What follows belongs to an exercise in optimizing a design on an open flow for small area, a short achievable clock period and few clock cycles per item; a production flow would make more cautious choices.
In this exercise RTL edits were held to simulation tests only and were not proved equivalent to the original.

==> inputs of 05-26 <==
// prime_field_alu
module prime_field_alu (
    input  logic        i_clk,
    input  logic        i_rst_n,
    input  logic        i_in_valid,
    output logic        o_in_ready,
    input  logic [1:0]  i_in_opcode,
    input  logic [29:0] i_in_operand_a,
    input  logic [29:0] i_in_operand_b,
    output logic        o_out_valid,
    input  logic        i_out_ready,
    output logic [29:0] o_out_result
);
    localparam logic [29:0] P = pfa_pkg::FIELD_PRIME;
    logic [31:0] r_1;
    logic [31:0] r_2;
    logic [29:0] r_3;
    logic [29:0] r_4;
    logic [1:0]  r_op;
    logic [2:0]  r_cnt;
    logic        r_busy;
    logic        r_done;
    logic        r_u_one;
    logic        r_mx;
    logic        r_my;
    logic        r_sub;
    logic        r_mf;
    logic        r_gs;
    logic [29:0] r_out;
    logic [6:0]  r_q;
    logic [8:0]  w_hq;
    logic        r_out_v;
    logic        w_is_mul;
    logic        w_is_div;
    logic        w_in_mul;
    logic        w_in_div;
    logic        w_complete;
    logic        w_out_free;
    logic        w_wr_out;
    logic        w_ready;
    logic        w_accept;
    logic        w_mul_step;
    logic        w_div_step;
    logic [29:0] w_a_red;
    logic        w_done0;
    logic        w_u_one0;
    logic        w_u_odd;
    logic        w_v_odd;
    logic [29:0] w_b_red;
    logic        w_mask_x;
    logic        w_mask_y;
    logic        w_sub;
    logic        w_mf;
    logic [31:0] w_x;
    logic [31:0] w_y;
    logic [33:0] w_y1;
    logic [33:0] w_k;
    logic [33:0] w_s1;
    logic [33:0] w_s2;
    logic [4:0]  w_l5;
    logic [3:0]  w_lrs;
    logic [3:0]  w_lg;
    logic [4:0]  w_le;
    logic [3:0]  w_lr;
    logic [29:0] w_ha;
    logic [29:0] w_hb;
    logic [29:0] w_hc;
    logic [6:0]  w_q1;
    logic [8:0]  w_h2q;
    logic [31:0] w_zq;
    logic [31:0] w_zq1;
  ...
clock: 10.0 ns
lec_check: 0
cap_margin: 20
core_margin: 2
core_utilization: 40
setup_slack_margin: 4
slew_margin: 20
tns_end_percent: 20
run.sh (not shown) runs the stock make flow with config.mk's settings and CLKGATE_MAP_FILE= SYNTH_SCRIPT=/design/flow/synth_recipe.tcl, a recipe that flattens the netlist after the stock synthesis.
==> 01-17: changes against 05-26 <==
--- a/flow/design.v
+++ b/flow/design.v
@@ -8,76 +8,75 @@
 endpackage
 module pfa_mulmod (
     input  logic [31:0] i_ws,
     input  logic [31:0] i_wc,
     input  logic [6:0]  i_q,
+    input  logic [8:0]  i_h,
     input  logic [29:0] i_x,
     input  logic [3:0]  i_d,
     output logic [31:0] o_ws,
     output logic [31:0] o_wc,
     output logic [6:0]  o_q,
-    output logic [8:0]  o_hq
+    output logic [8:0]  o_h
 );
     localparam logic [255:0] QTAB_0 = 256'h0c3c7878f0f1e1c3c3878f0f1e1c3c3878f0f1e1e3c387870f1e1e3c387870f0;
     localparam logic [255:0] QTAB_1 = 256'h0fc07f80ff01fe03fc07f00fe01fc03f80ff01fe03fc07f80fe01fc03f807f00;
     localparam logic [255:0] QTAB_2 = 256'h00007fff0001fffc0007fff0001fffc000fffe0003fff8000fffe0003fff8000;
     localparam logic [255:0] QTAB_3 = 256'h00007ffffffe00000007ffffffe0000000fffffffc0000000fffffffc0000000;
     localparam logic [255:0] QTAB_4 = 256'h00007ffffffffffffff800000000000000fffffffffffffff000000000000000;
     localparam logic [255:0] QTAB_5 = 256'h00007fffffffffffffffffffffffffffff000000000000000000000000000000;
     localparam logic [255:0] QTAB_6 = 256'h0fff800000000000000000000000000000000000000000000000000000000000;
+    localparam logic [255:0] HTAB_0 = 256'h0c3c7878f0f1e1c3c3878f0f1e1c3c3878f0f1e1e3c387870f1e1e3c387870f0;
+    localparam logic [255:0] HTAB_1 = 256'h03fc07f80ff01fc03f807f00fe03fc07f80ff01fe03f807f00fe01fc07f80ff0;
+    localparam logic [255:0] HTAB_2 = 256'h0ffc0007fff0003fff8000fffe0003fff8000fffe0007fff0001fffc0007fff0;
+    localparam logic [255:0] HTAB_3 = 256'h03c07878f0fe1e3c3c078f0f1fe3c3c780f0f1e1fc3c78780f1e1e3fc7878f00;
+    localparam logic [255:0] HTAB_4 = 256'h003c07f80ff1fe03fc7f80ff01e03fc0780ff01fe3fc07f8ff01fe03c07f80f0;
+    localparam logic [255:0] HTAB_5 = 256'h0ffc0007fff001fffc007fff001fffc007fff0001ffc0007ff0001ffc0007ff0;
+    localparam logic [255:0] HTAB_6 = 256'h0003fffffff0000003ffffff0000003ffffff0000003ffffff0000003ffffff0;
+    localparam logic [255:0] HTAB_7 = 256'h03c387870f01e1c3c3878f0fe1e3c3c7870f01e1e3c387870fe1e1c3c7878f00;
+    localparam logic [255:0] HTAB_8 = 256'h0c03f807f001fe03fc07f00ffe03fc07f80ffe01fc03f807f001fe03f807f000;
     logic [35:0] w_a0, w_a1, w_a2, w_p0, w_p1, w_p2, w_p3;
     logic [35:0] w_s1, w_c1, w_s2, w_c2, w_s3, w_c3, w_s4, w_c4, w_s5, w_c5;
     logic [35:0] w_m1, w_m2, w_m3, w_m4, w_m5;
     logic [7:0]  w_t;
-    logic [8:0]  w_h;
-    localparam logic [127:0] HQ_0 = 128'haaaaaaaaaaaaaaaaaaaaaaaaaaaaaaaa;
-    localparam logic [127:0] HQ_1 = 128'h66666666666666666666666666666666;
-    localparam logic [127:0] HQ_2 = 128'h1e1e1e1e1e1e1e1e1e1e1e1e1e1e1e1e;
-    localparam logic [127:0] HQ_3 = 128'hab54ab54ab54ab54ab54ab54ab54ab54;
-    localparam logic [127:0] HQ_4 = 128'h66cd993266cd993266cd993266cd9932;
-    localparam logic [127:0] HQ_5 = 128'h1e3c78f1e1c3870e1e3c78f1e1c3870e;
-    localparam logic [127:0] HQ_6 = 128'h01fc07f01fc07f01fe03f80fe03f80fe;
-    localparam logic [127:0] HQ_7 = 128'h5556aaa5556aaa5554aaad554aaad554;
-    localparam logic [127:0] HQ_8 = 128'h9998ccc66673339998ccce6673331998;
-    assign w_h  = {HQ_8[i_q], HQ_7[i_q], HQ_6[i_q], HQ_5[i_q], HQ_4[i_q],
-                   HQ_3[i_q], HQ_2[i_q], HQ_1[i_q], HQ_0[i_q]};
-    assign o_hq = w_h;
     function automatic logic [35:0] maj(input logic [35:0] a, input logic [35:0] b,
                                         input logic [35:0] c);
         maj = (a & b) | (a & c) | (b & c);
     endfunction
     assign w_a0 = {i_ws, 4'b0};
     assign w_a1 = {i_wc, 4'b0};
-    assign w_a2 = {~{w_h, 16'b0, i_q}, 4'b0};
+    assign w_a2 = {~{i_h, 16'b0, i_q}, 4'b0};
     assign w_p0 = 36'(i_x & {30{i_d[0]}});
     assign w_p1 = 36'({i_x & {30{i_d[1]}}, 1'b0});
     assign w_p2 = 36'({i_x & {30{i_d[2]}}, 2'b0});
     assign w_p3 = 36'({i_x & {30{i_d[3]}}, 3'b0});
-    assign w_m1 = maj(w_a0, w_a1, w_p0);
-    assign w_s1 = w_a0 ^ w_a1 ^ w_p0;
+    assign w_m1 = maj(w_a0, w_a1, w_a2);
+    assign w_s1 = w_a0 ^ w_a1 ^ w_a2;
     assign w_c1 = {w_m1[34:0], 1'b0};
-    assign w_m2 = maj(w_p1, w_p2, w_p3);
-    assign w_s2 = w_p1 ^ w_p2 ^ w_p3;
+    assign w_m2 = maj(w_p0, w_p1, w_p2);
+    assign w_s2 = w_p0 ^ w_p1 ^ w_p2;
     assign w_c2 = {w_m2[34:0], 1'b0};
-    assign w_m3 = maj(w_s1, w_c1, w_a2);
-    assign w_s3 = w_s1 ^ w_c1 ^ w_a2;
+    assign w_m3 = maj(w_s1, w_c1, w_s2);
+    assign w_s3 = w_s1 ^ w_c1 ^ w_s2;
     assign w_c3 = {w_m3[34:0], 1'b0};
-    assign w_m4 = maj(w_s3, w_c3, w_s2);
-    assign w_s4 = w_s3 ^ w_c3 ^ w_s2;
+    assign w_m4 = maj(w_s3, w_c3, w_c2);
+    assign w_s4 = w_s3 ^ w_c3 ^ w_c2;
     assign w_c4 = {w_m4[34:0], 1'b0};
-    assign w_m5 = maj(w_s4, w_c4, w_c2);
-    assign w_s5 = w_s4 ^ w_c4 ^ w_c2;
+    assign w_m5 = maj(w_s4, w_c4, w_p3);
+    assign w_s5 = w_s4 ^ w_c4 ^ w_p3;
     assign w_c5 = {w_m5[34:0], 1'b0};
     pfa_fadd #(.W(8)) u_tadd (
         .i_a (w_s5[35:28]),
         .i_b (w_c5[35:28]),
         .i_c (1'b0),
         .o_s (w_t),
         .o_c ()
     );
     assign o_q = {QTAB_6[w_t], QTAB_5[w_t], QTAB_4[w_t], QTAB_3[w_t],
                   QTAB_2[w_t], QTAB_1[w_t], QTAB_0[w_t]};
+    assign o_h = {HTAB_8[w_t], HTAB_7[w_t], HTAB_6[w_t], HTAB_5[w_t], HTAB_4[w_t],
+                  HTAB_3[w_t], HTAB_2[w_t], HTAB_1[w_t], HTAB_0[w_t]};
     assign o_ws = w_s5[31:0];
     assign o_wc = {w_c5[31:1], 1'b1};
 endmodule
 module pfa_fadd #(
     parameter int W = 32
@@ -209,11 +208,11 @@
     logic        r_sub;
     logic        r_mf;
     logic        r_gs;
     logic [29:0] r_out;
     logic [6:0]  r_q;
-    logic [8:0]  w_hq;
+    logic [8:0]  r_h;
     logic        r_out_v;
     logic        w_is_mul;
     logic        w_is_div;
     logic        w_in_mul;
     logic        w_in_div;
@@ -239,22 +238,21 @@
     logic [33:0] w_y1;
     logic [33:0] w_k;
     logic [33:0] w_s1;
     logic [33:0] w_s2;
     logic [4:0]  w_l5;
-    logic [3:0]  w_lrs;
-    logic [3:0]  w_lg;
     logic [4:0]  w_le;
     logic [3:0]  w_lr;
     logic [29:0] w_ha;
     logic [29:0] w_hb;
     logic [29:0] w_hc;
     logic [6:0]  w_q1;
     logic [8:0]  w_h2q;
     logic [31:0] w_zq;
     logic [31:0] w_zq1;
     logic [6:0]  w_nq;
+    logic [8:0]  w_nh;
     logic [3:0]  w_mk;
     logic [3:0]  w_m;
     logic [5:0]  w_mi;
     logic [10:0] w_m119;
     logic        w_use2;
@@ -275,20 +273,16 @@
     logic        w_t_one;
     function automatic logic [29:0] reduce(input logic [29:0] v);
         logic        lo_zero;
         logic        ge;
         logic [22:0] dec;
-        logic [6:0]  hi119;
-        logic [6:0]  hi120;
         lo_zero = (v[22:0] == 23'd0);
         ge      = (v[29:23] > 7'd119) || (v[29:23] == 7'd119 && !lo_zero);
         for (int i = 0; i < 23; i++) begin
             dec[i] = v[i] ^ ((v[22:0] & ((23'd1 << i) - 23'd1)) == 23'd0);
         end
-        hi119   = v[29:23] - 7'd119;
-        hi120   = v[29:23] - 7'd120;
-        reduce  = ge ? {(lo_zero ? hi120 : hi119), dec} : v;
+        reduce  = ge ? {7'(v[29:23] - 7'd119 - 7'(lo_zero)), dec} : v;
     endfunction
     assign w_is_mul   = (r_op == pfa_pkg::OP_MUL);
     assign w_is_div   = (r_op == pfa_pkg::OP_DIV);
     assign w_in_mul   = (i_in_opcode == pfa_pkg::OP_MUL);
     assign w_in_div   = (i_in_opcode == pfa_pkg::OP_DIV);
@@ -313,26 +307,24 @@
     assign w_mf     = r_mf;
     assign w_x   = {r_1[31:30] & {2{w_mf}}, r_1[29:0] & {30{w_mask_x}}};
     assign w_y   = {r_2[31:30] & {2{w_mf}}, r_2[29:0] & {30{w_mask_y}}};
     assign w_y1  = w_sub ? ~{2'b0, w_y} : {2'b0, w_y};
     assign w_q1  = r_q + 7'd1;
-    assign w_h2q = w_hq + 9'd119;
-    assign w_zq  = ~{w_hq, 16'b0, r_q};
+    assign w_h2q = r_h + 9'd119;
+    assign w_zq  = ~{r_h, 16'b0, r_q};
     assign w_zq1 = ~{w_h2q, 16'b0, w_q1};
     assign w_l5  = {1'b0, w_x[3:0]} + {1'b0, w_y1[3:0]} + 5'(w_sub);
     always_comb begin
         case (w_gk)
             3'd1:    w_mk = 4'b0001;
             3'd2:    w_mk = 4'b0011;
             3'd3:    w_mk = 4'b0111;
             default: w_mk = 4'b1111;
         endcase
     end
-    assign w_lrs  = r_1[3:0] + r_2[3:0];
-    assign w_lg   = r_mx ? (r_my ? w_lrs : r_1[3:0]) : r_2[3:0];
-    assign w_m    = 4'(-w_lg) & w_mk;
-    assign w_use2 = ((w_lg & w_mk) == 4'd1);
+    assign w_m    = 4'(-w_l5[3:0]) & w_mk;
+    assign w_use2 = ((w_l5[3:0] & w_mk) == 4'd1);
     assign w_lr   = r_gs ? w_m : (w_mf ? w_zq[3:0] : 4'd0);
     assign w_le   = {1'b0, w_l5[3:0]} + {1'b0, w_lr};
     localparam logic [63:0] M119_0 = 64'haaaaaaaaaaaaaaaa;
     localparam logic [63:0] M119_1 = 64'hccccccccccccaaaa;
     localparam logic [63:0] M119_2 = 64'hf0f0f0f0eeeeaaaa;
@@ -342,11 +334,11 @@
     localparam logic [63:0] M119_6 = 64'hfe02fefeeeeeaaaa;
     localparam logic [63:0] M119_7 = 64'h5556545444440000;
     localparam logic [63:0] M119_8 = 64'h3330323222220000;
     localparam logic [63:0] M119_9 = 64'h0f0e0e0e00000000;
     localparam logic [63:0] M119_10 = 64'h00fe000000000000;
-    assign w_mi   = {w_gk[1:0] - 2'd1, w_lg};
+    assign w_mi   = {w_gk[1:0] - 2'd1, w_l5[3:0]};
     assign w_m119 = {M119_10[w_mi], M119_9[w_mi], M119_8[w_mi], M119_7[w_mi],
                      M119_6[w_mi], M119_5[w_mi], M119_4[w_mi], M119_3[w_mi],
                      M119_2[w_mi], M119_1[w_mi], M119_0[w_mi]};
     assign w_ha  = {2'b0, w_x[31:4]};
     assign w_hb  = w_y1[33:4];
@@ -384,16 +376,17 @@
     assign w_z = (w_pick2 && w_use2) ? w_h2 : w_h1;
     pfa_mulmod u_mulmod (
         .i_ws (r_1),
         .i_wc (r_2),
         .i_q  (r_q),
+        .i_h  (r_h),
         .i_x  (r_4),
         .i_d  (r_3[27:24]),
         .o_ws (w_us),
         .o_wc (w_uc),
         .o_q  (w_nq),
-        .o_hq (w_hq)
+        .o_h  (w_nh)
     );
     pfa_dpath u_gcd (
         .i_u     (r_3),
         .i_v     (r_4),
         .o_sel_u (w_sel_u),
@@ -405,10 +398,11 @@
         if (w_accept) begin
             r_1     <= w_in_mul ? 32'(i_in_operand_a & {30{i_in_operand_b[28]}}) : 32'(w_a_red);
             r_2     <= w_in_mul ? 32'({i_in_operand_a & {30{i_in_operand_b[29]}}, 1'b1}) :
                        (w_in_div ? 32'd0 : 32'(w_b_red));
             r_q     <= '0;
+            r_h     <= '0;
             r_3     <= i_in_operand_b;
             r_4     <= w_in_div ? P : i_in_operand_a;
             r_op    <= i_in_opcode;
             r_cnt   <= '0;
             r_done  <= w_done0;
@@ -420,10 +414,11 @@
             r_my    <= !w_in_div || (w_done0 ? !w_u_one0 : i_in_operand_b[0]);
         end else if (w_mul_step) begin
             r_1   <= w_us;
             r_2   <= w_uc;
             r_q   <= w_nq;
+            r_h   <= w_nh;
             r_3   <= {r_3[25:0], 4'b0};
             r_cnt <= r_cnt + 3'd1;
         end else if (w_div_step) begin
             if (w_sel_u) begin
                 r_3 <= w_t;
Settings changed: SETUP_SLACK_MARGIN 4 to 4.5, TNS_END_PERCENT 20 to 10.
==> summary of the runs <==
- In 05-26 the wire length is larger than in 01-17, by 0.36%.
- First-iteration DRC count: 01-17 is larger than 05-26 (2.6%).
- In 01-17 the utilization is higher than in 05-26, by 0.88 points.
- Against 05-26, the area after synthesis of 01-17 is larger by 2.5%.
Testbench counts of 05-26, summed over its fixed seeds: cycles 16,142, items 3,200.
Testbench counts of 01-17, summed over its fixed seeds: cycles 16,142, items 3,200.

========
==> run a <==
prime_field_alu, a different RTL version from the one above (not shown whole).
==> flow/config.mk <==
export PLATFORM = sky130hd
export DESIGN_NAME = prime_field_alu
export DESIGN_NICKNAME = prime_field_alu
export VERILOG_FILES = /design/flow/design.v
export SDC_FILE = /design/flow/constraint.sdc
export NUM_CORES = 4
export LEC_CHECK = 0
export CAP_MARGIN = 20
export CORE_MARGIN = 2
export CORE_UTILIZATION = 55
export PLACE_DENSITY = 0.7
export SETUP_SLACK_MARGIN = 4
export SLEW_MARGIN = 20
export TNS_END_PERCENT = 20
==> flow/constraint.sdc <==
create_clock -name core_clock -period 10.0 [get_ports {i_clk}]
set_input_delay 2.0000 -clock core_clock [delete_from_list [all_inputs] [get_ports {i_clk}]]
set_output_delay 2.0000 -clock core_clock [all_outputs]
set_load 0.01 [all_outputs]
==> run b: changes against run a <==
--- a/flow/design.v
+++ b/flow/design.v
@@ -5,82 +5,81 @@
     localparam logic [1:0] OP_SUB = 2'd1;
     localparam logic [1:0] OP_MUL = 2'd2;
     localparam logic [1:0] OP_DIV = 2'd3;
 endpackage
 module pfa_mulmod (
     input  logic [31:0] i_ws,
     input  logic [31:0] i_wc,
     input  logic [6:0]  i_q,
+    input  logic [8:0]  i_h,
     input  logic [29:0] i_x,
     input  logic [3:0]  i_d,
     output logic [31:0] o_ws,
     output logic [31:0] o_wc,
     output logic [6:0]  o_q,
-    output logic [8:0]  o_hq
+    output logic [8:0]  o_h
 );
     localparam logic [255:0] QTAB_0 = 256'h0c3c7878f0f1e1c3c3878f0f1e1c3c3878f0f1e1e3c387870f1e1e3c387870f0;
     localparam logic [255:0] QTAB_1 = 256'h0fc07f80ff01fe03fc07f00fe01fc03f80ff01fe03fc07f80fe01fc03f807f00;
     localparam logic [255:0] QTAB_2 = 256'h00007fff0001fffc0007fff0001fffc000fffe0003fff8000fffe0003fff8000;
     localparam logic [255:0] QTAB_3 = 256'h00007ffffffe00000007ffffffe0000000fffffffc0000000fffffffc0000000;
     localparam logic [255:0] QTAB_4 = 256'h00007ffffffffffffff800000000000000fffffffffffffff000000000000000;
     localparam logic [255:0] QTAB_5 = 256'h00007fffffffffffffffffffffffffffff000000000000000000000000000000;
     localparam logic [255:0] QTAB_6 = 256'h0fff800000000000000000000000000000000000000000000000000000000000;
+    localparam logic [255:0] HTAB_0 = 256'h0c3c7878f0f1e1c3c3878f0f1e1c3c3878f0f1e1e3c387870f1e1e3c387870f0;
+    localparam logic [255:0] HTAB_1 = 256'h03fc07f80ff01fc03f807f00fe03fc07f80ff01fe03f807f00fe01fc07f80ff0;
+    localparam logic [255:0] HTAB_2 = 256'h0ffc0007fff0003fff8000fffe0003fff8000fffe0007fff0001fffc0007fff0;
+    localparam logic [255:0] HTAB_3 = 256'h03c07878f0fe1e3c3c078f0f1fe3c3c780f0f1e1fc3c78780f1e1e3fc7878f00;
+    localparam logic [255:0] HTAB_4 = 256'h003c07f80ff1fe03fc7f80ff01e03fc0780ff01fe3fc07f8ff01fe03c07f80f0;
+    localparam logic [255:0] HTAB_5 = 256'h0ffc0007fff001fffc007fff001fffc007fff0001ffc0007ff0001ffc0007ff0;
+    localparam logic [255:0] HTAB_6 = 256'h0003fffffff0000003ffffff0000003ffffff0000003ffffff0000003ffffff0;
+    localparam logic [255:0] HTAB_7 = 256'h03c387870f01e1c3c3878f0fe1e3c3c7870f01e1e3c387870fe1e1c3c7878f00;
+    localparam logic [255:0] HTAB_8 = 256'h0c03f807f001fe03fc07f00ffe03fc07f80ffe01fc03f807f001fe03f807f000;
     logic [35:0] w_a0, w_a1, w_a2, w_p0, w_p1, w_p2, w_p3;
     logic [35:0] w_s1, w_c1, w_s2, w_c2, w_s3, w_c3, w_s4, w_c4, w_s5, w_c5;
     logic [35:0] w_m1, w_m2, w_m3, w_m4, w_m5;
     logic [7:0]  w_t;
-    logic [8:0]  w_h;
-    localparam logic [127:0] HQ_0 = 128'haaaaaaaaaaaaaaaaaaaaaaaaaaaaaaaa;
-    localparam logic [127:0] HQ_1 = 128'h66666666666666666666666666666666;
-    localparam logic [127:0] HQ_2 = 128'h1e1e1e1e1e1e1e1e1e1e1e1e1e1e1e1e;
-    localparam logic [127:0] HQ_3 = 128'hab54ab54ab54ab54ab54ab54ab54ab54;
-    localparam logic [127:0] HQ_4 = 128'h66cd993266cd993266cd993266cd9932;
-    localparam logic [127:0] HQ_5 = 128'h1e3c78f1e1c3870e1e3c78f1e1c3870e;
-    localparam logic [127:0] HQ_6 = 128'h01fc07f01fc07f01fe03f80fe03f80fe;
-    localparam logic [127:0] HQ_7 = 128'h5556aaa5556aaa5554aaad554aaad554;
-    localparam logic [127:0] HQ_8 = 128'h9998ccc66673339998ccce6673331998;
-    assign w_h  = {HQ_8[i_q], HQ_7[i_q], HQ_6[i_q], HQ_5[i_q], HQ_4[i_q],
-                   HQ_3[i_q], HQ_2[i_q], HQ_1[i_q], HQ_0[i_q]};
-    assign o_hq = w_h;
     function automatic logic [35:0] maj(input logic [35:0] a, input logic [35:0] b,
                                         input logic [35:0] c);
         maj = (a & b) | (a & c) | (b & c);
     endfunction
     assign w_a0 = {i_ws, 4'b0};
     assign w_a1 = {i_wc, 4'b0};
-    assign w_a2 = {~{w_h, 16'b0, i_q}, 4'b0};
+    assign w_a2 = {~{i_h, 16'b0, i_q}, 4'b0};
     assign w_p0 = 36'(i_x & {30{i_d[0]}});
     assign w_p1 = 36'({i_x & {30{i_d[1]}}, 1'b0});
     assign w_p2 = 36'({i_x & {30{i_d[2]}}, 2'b0});
     assign w_p3 = 36'({i_x & {30{i_d[3]}}, 3'b0});
-    assign w_m1 = maj(w_a0, w_a1, w_p0);
-    assign w_s1 = w_a0 ^ w_a1 ^ w_p0;
+    assign w_m1 = maj(w_a0, w_a1, w_a2);
+    assign w_s1 = w_a0 ^ w_a1 ^ w_a2;
     assign w_c1 = {w_m1[34:0], 1'b0};
-    assign w_m2 = maj(w_p1, w_p2, w_p3);
-    assign w_s2 = w_p1 ^ w_p2 ^ w_p3;
+    assign w_m2 = maj(w_p0, w_p1, w_p2);
+    assign w_s2 = w_p0 ^ w_p1 ^ w_p2;
     assign w_c2 = {w_m2[34:0], 1'b0};
-    assign w_m3 = maj(w_s1, w_c1, w_a2);
-    assign w_s3 = w_s1 ^ w_c1 ^ w_a2;
+    assign w_m3 = maj(w_s1, w_c1, w_s2);
+    assign w_s3 = w_s1 ^ w_c1 ^ w_s2;
     assign w_c3 = {w_m3[34:0], 1'b0};
-    assign w_m4 = maj(w_s3, w_c3, w_s2);
-    assign w_s4 = w_s3 ^ w_c3 ^ w_s2;
+    assign w_m4 = maj(w_s3, w_c3, w_c2);
+    assign w_s4 = w_s3 ^ w_c3 ^ w_c2;
     assign w_c4 = {w_m4[34:0], 1'b0};
-    assign w_m5 = maj(w_s4, w_c4, w_c2);
-    assign w_s5 = w_s4 ^ w_c4 ^ w_c2;
+    assign w_m5 = maj(w_s4, w_c4, w_p3);
+    assign w_s5 = w_s4 ^ w_c4 ^ w_p3;
     assign w_c5 = {w_m5[34:0], 1'b0};
     pfa_fadd #(.W(8)) u_tadd (
         .i_a (w_s5[35:28]),
         .i_b (w_c5[35:28]),
         .i_c (1'b0),
         .o_s (w_t),
         .o_c ()
     );
     assign o_q = {QTAB_6[w_t], QTAB_5[w_t], QTAB_4[w_t], QTAB_3[w_t],
                   QTAB_2[w_t], QTAB_1[w_t], QTAB_0[w_t]};
+    assign o_h = {HTAB_8[w_t], HTAB_7[w_t], HTAB_6[w_t], HTAB_5[w_t], HTAB_4[w_t],
+                  HTAB_3[w_t], HTAB_2[w_t], HTAB_1[w_t], HTAB_0[w_t]};
     assign o_ws = w_s5[31:0];
     assign o_wc = {w_c5[31:1], 1'b1};
 endmodule
 module pfa_fadd #(
     parameter int W = 32
 ) (
     input  logic [W-1:0] i_a,
     input  logic [W-1:0] i_b,
@@ -206,17 +205,17 @@
     logic        r_u_one;
     logic        r_mx;
     logic        r_my;
     logic        r_sub;
     logic        r_mf;
     logic        r_gs;
     logic [29:0] r_out;
     logic [6:0]  r_q;
-    logic [8:0]  w_hq;
+    logic [8:0]  r_h;
     logic        r_out_v;
     logic        w_is_mul;
     logic        w_is_div;
     logic        w_in_mul;
     logic        w_in_div;
     logic        w_complete;
     logic        w_out_free;
     logic        w_wr_out;
@@ -246,16 +245,17 @@
     logic [29:0] w_ha;
     logic [29:0] w_hb;
     logic [29:0] w_hc;
     logic [6:0]  w_q1;
     logic [8:0]  w_h2q;
     logic [31:0] w_zq;
     logic [31:0] w_zq1;
     logic [6:0]  w_nq;
+    logic [8:0]  w_nh;
     logic [3:0]  w_mk;
     logic [3:0]  w_m;
     logic [5:0]  w_mi;
     logic [10:0] w_m119;
     logic        w_use2;
     logic [29:0] w_c1s;
     logic [29:0] w_c1m;
     logic [33:0] w_c2s;
@@ -304,18 +304,18 @@
     assign w_mask_x = r_mx;
     assign w_mask_y = r_my;
     assign w_sub    = r_sub;
     assign w_mf     = r_mf;
     assign w_x   = {r_1[31:30] & {2{w_mf}}, r_1[29:0] & {30{w_mask_x}}};
     assign w_y   = {r_2[31:30] & {2{w_mf}}, r_2[29:0] & {30{w_mask_y}}};
     assign w_y1  = w_sub ? ~{2'b0, w_y} : {2'b0, w_y};
     assign w_q1  = r_q + 7'd1;
-    assign w_h2q = w_hq + 9'd119;
-    assign w_zq  = ~{w_hq, 16'b0, r_q};
+    assign w_h2q = r_h + 9'd119;
+    assign w_zq  = ~{r_h, 16'b0, r_q};
     assign w_zq1 = ~{w_h2q, 16'b0, w_q1};
     assign w_l5  = {1'b0, w_x[3:0]} + {1'b0, w_y1[3:0]} + 5'(w_sub);
     always_comb begin
         case (w_gk)
             3'd1:    w_mk = 4'b0001;
             3'd2:    w_mk = 4'b0011;
             3'd3:    w_mk = 4'b0111;
             default: w_mk = 4'b1111;
@@ -373,52 +373,55 @@
             default: begin w_h1 = w_s1[33:4]; w_h2 = {4'b0, w_s2[29:4]}; end
         endcase
     end
     assign w_z = (w_pick2 && w_use2) ? w_h2 : w_h1;
     pfa_mulmod u_mulmod (
         .i_ws (r_1),
         .i_wc (r_2),
         .i_q  (r_q),
+        .i_h  (r_h),
         .i_x  (r_4),
         .i_d  (r_3[27:24]),
         .o_ws (w_us),
         .o_wc (w_uc),
         .o_q  (w_nq),
-        .o_hq (w_hq)
+        .o_h  (w_nh)
     );
     pfa_dpath u_gcd (
         .i_u     (r_3),
         .i_v     (r_4),
         .o_sel_u (w_sel_u),
         .o_k     (w_gk),
         .o_t     (w_t),
         .o_t_one (w_t_one)
     );
     always_ff @(posedge i_clk) begin
         if (w_accept) begin
             r_1     <= w_in_mul ? 32'(i_in_operand_a & {30{i_in_operand_b[28]}}) : 32'(w_a_red);
             r_2     <= w_in_mul ? 32'({i_in_operand_a & {30{i_in_operand_b[29]}}, 1'b1}) :
                        (w_in_div ? 32'd0 : 32'(w_b_red));
             r_q     <= '0;
+            r_h     <= '0;
             r_3     <= i_in_operand_b;
             r_4     <= w_in_div ? P : i_in_operand_a;
             r_op    <= i_in_opcode;
             r_cnt   <= '0;
             r_done  <= w_done0;
             r_u_one <= w_u_one0;
             r_sub   <= (i_in_opcode == pfa_pkg::OP_SUB) || (w_in_div && w_done0 && !w_u_one0);
             r_mf    <= w_in_mul;
             r_gs    <= w_in_div && !w_done0;
             r_mx    <= !w_in_div || !w_done0 || w_u_one0;
             r_my    <= !w_in_div || (w_done0 ? !w_u_one0 : i_in_operand_b[0]);
         end else if (w_mul_step) begin
             r_1   <= w_us;
             r_2   <= w_uc;
             r_q   <= w_nq;
+            r_h   <= w_nh;
             r_3   <= {r_3[25:0], 4'b0};
             r_cnt <= r_cnt + 3'd1;
         end else if (w_div_step) begin
             if (w_sel_u) begin
                 r_3 <= w_t;
                 r_1 <= 32'(w_z);
             end else begin
                 r_4 <= w_t;
CORE_UTILIZATION = 40   (was 55)
PLACE_DENSITY = not set   (was 0.7)
==> run notes <==
status=timing/DRC/antenna clean; Sink Count=174; tap cells=a little over 600; Post-Synth Simple-Gate Area=about 17%; die area=approximately 50,000 um^2
[end of results for run a]
==> run notes <==
Synth Area in Adders=between 20% and 30%; tap cells=slightly below 900; Sink Count=182; die area=69,800 um^2; status=timing/DRC/antenna clean; Post-Synth Simple-Gate Area=between 15 and 20%
[end of results for run b]
Testbench counts of run a, summed over its fixed seeds: cycles 16,142, items 3,200.
Testbench counts of run b, summed over its fixed seeds: cycles 16,142, items 3,200.

==> what the ideal ports hide <==
Ports are ideal in the flow. The routed layouts listed here were re-timed in OpenROAD.
Step 1 assumes that a clkbuf_16 drives the clock port and a buf_2 every other input.
Step 2 also shifts input and output timing later by t, the mid clock arrival at the registers, as if the neighbouring blocks saw the same clock.
Three values: ideal, step 1, step 2; two values: the first two.
run	t (ns)	setup slack, ns	slew at the worst register clock pin (ns)
05-26	0.570	3.561 / 3.561 / 3.127	0.09 / 0.09
01-17	0.575	3.641 / 3.641 / 3.291	0.08 / 0.08
run a	0.562	3.790 / 3.790 / 3.378	0.08 / 0.08
run b	0.573	3.626 / 3.626 / 3.292	0.08 / 0.08
After both steps every run listed still meets setup and hold. For 05-26, which loses most, drivers alone change the setup slack by 0.000 ns; drivers and shift together by -0.434 ns.
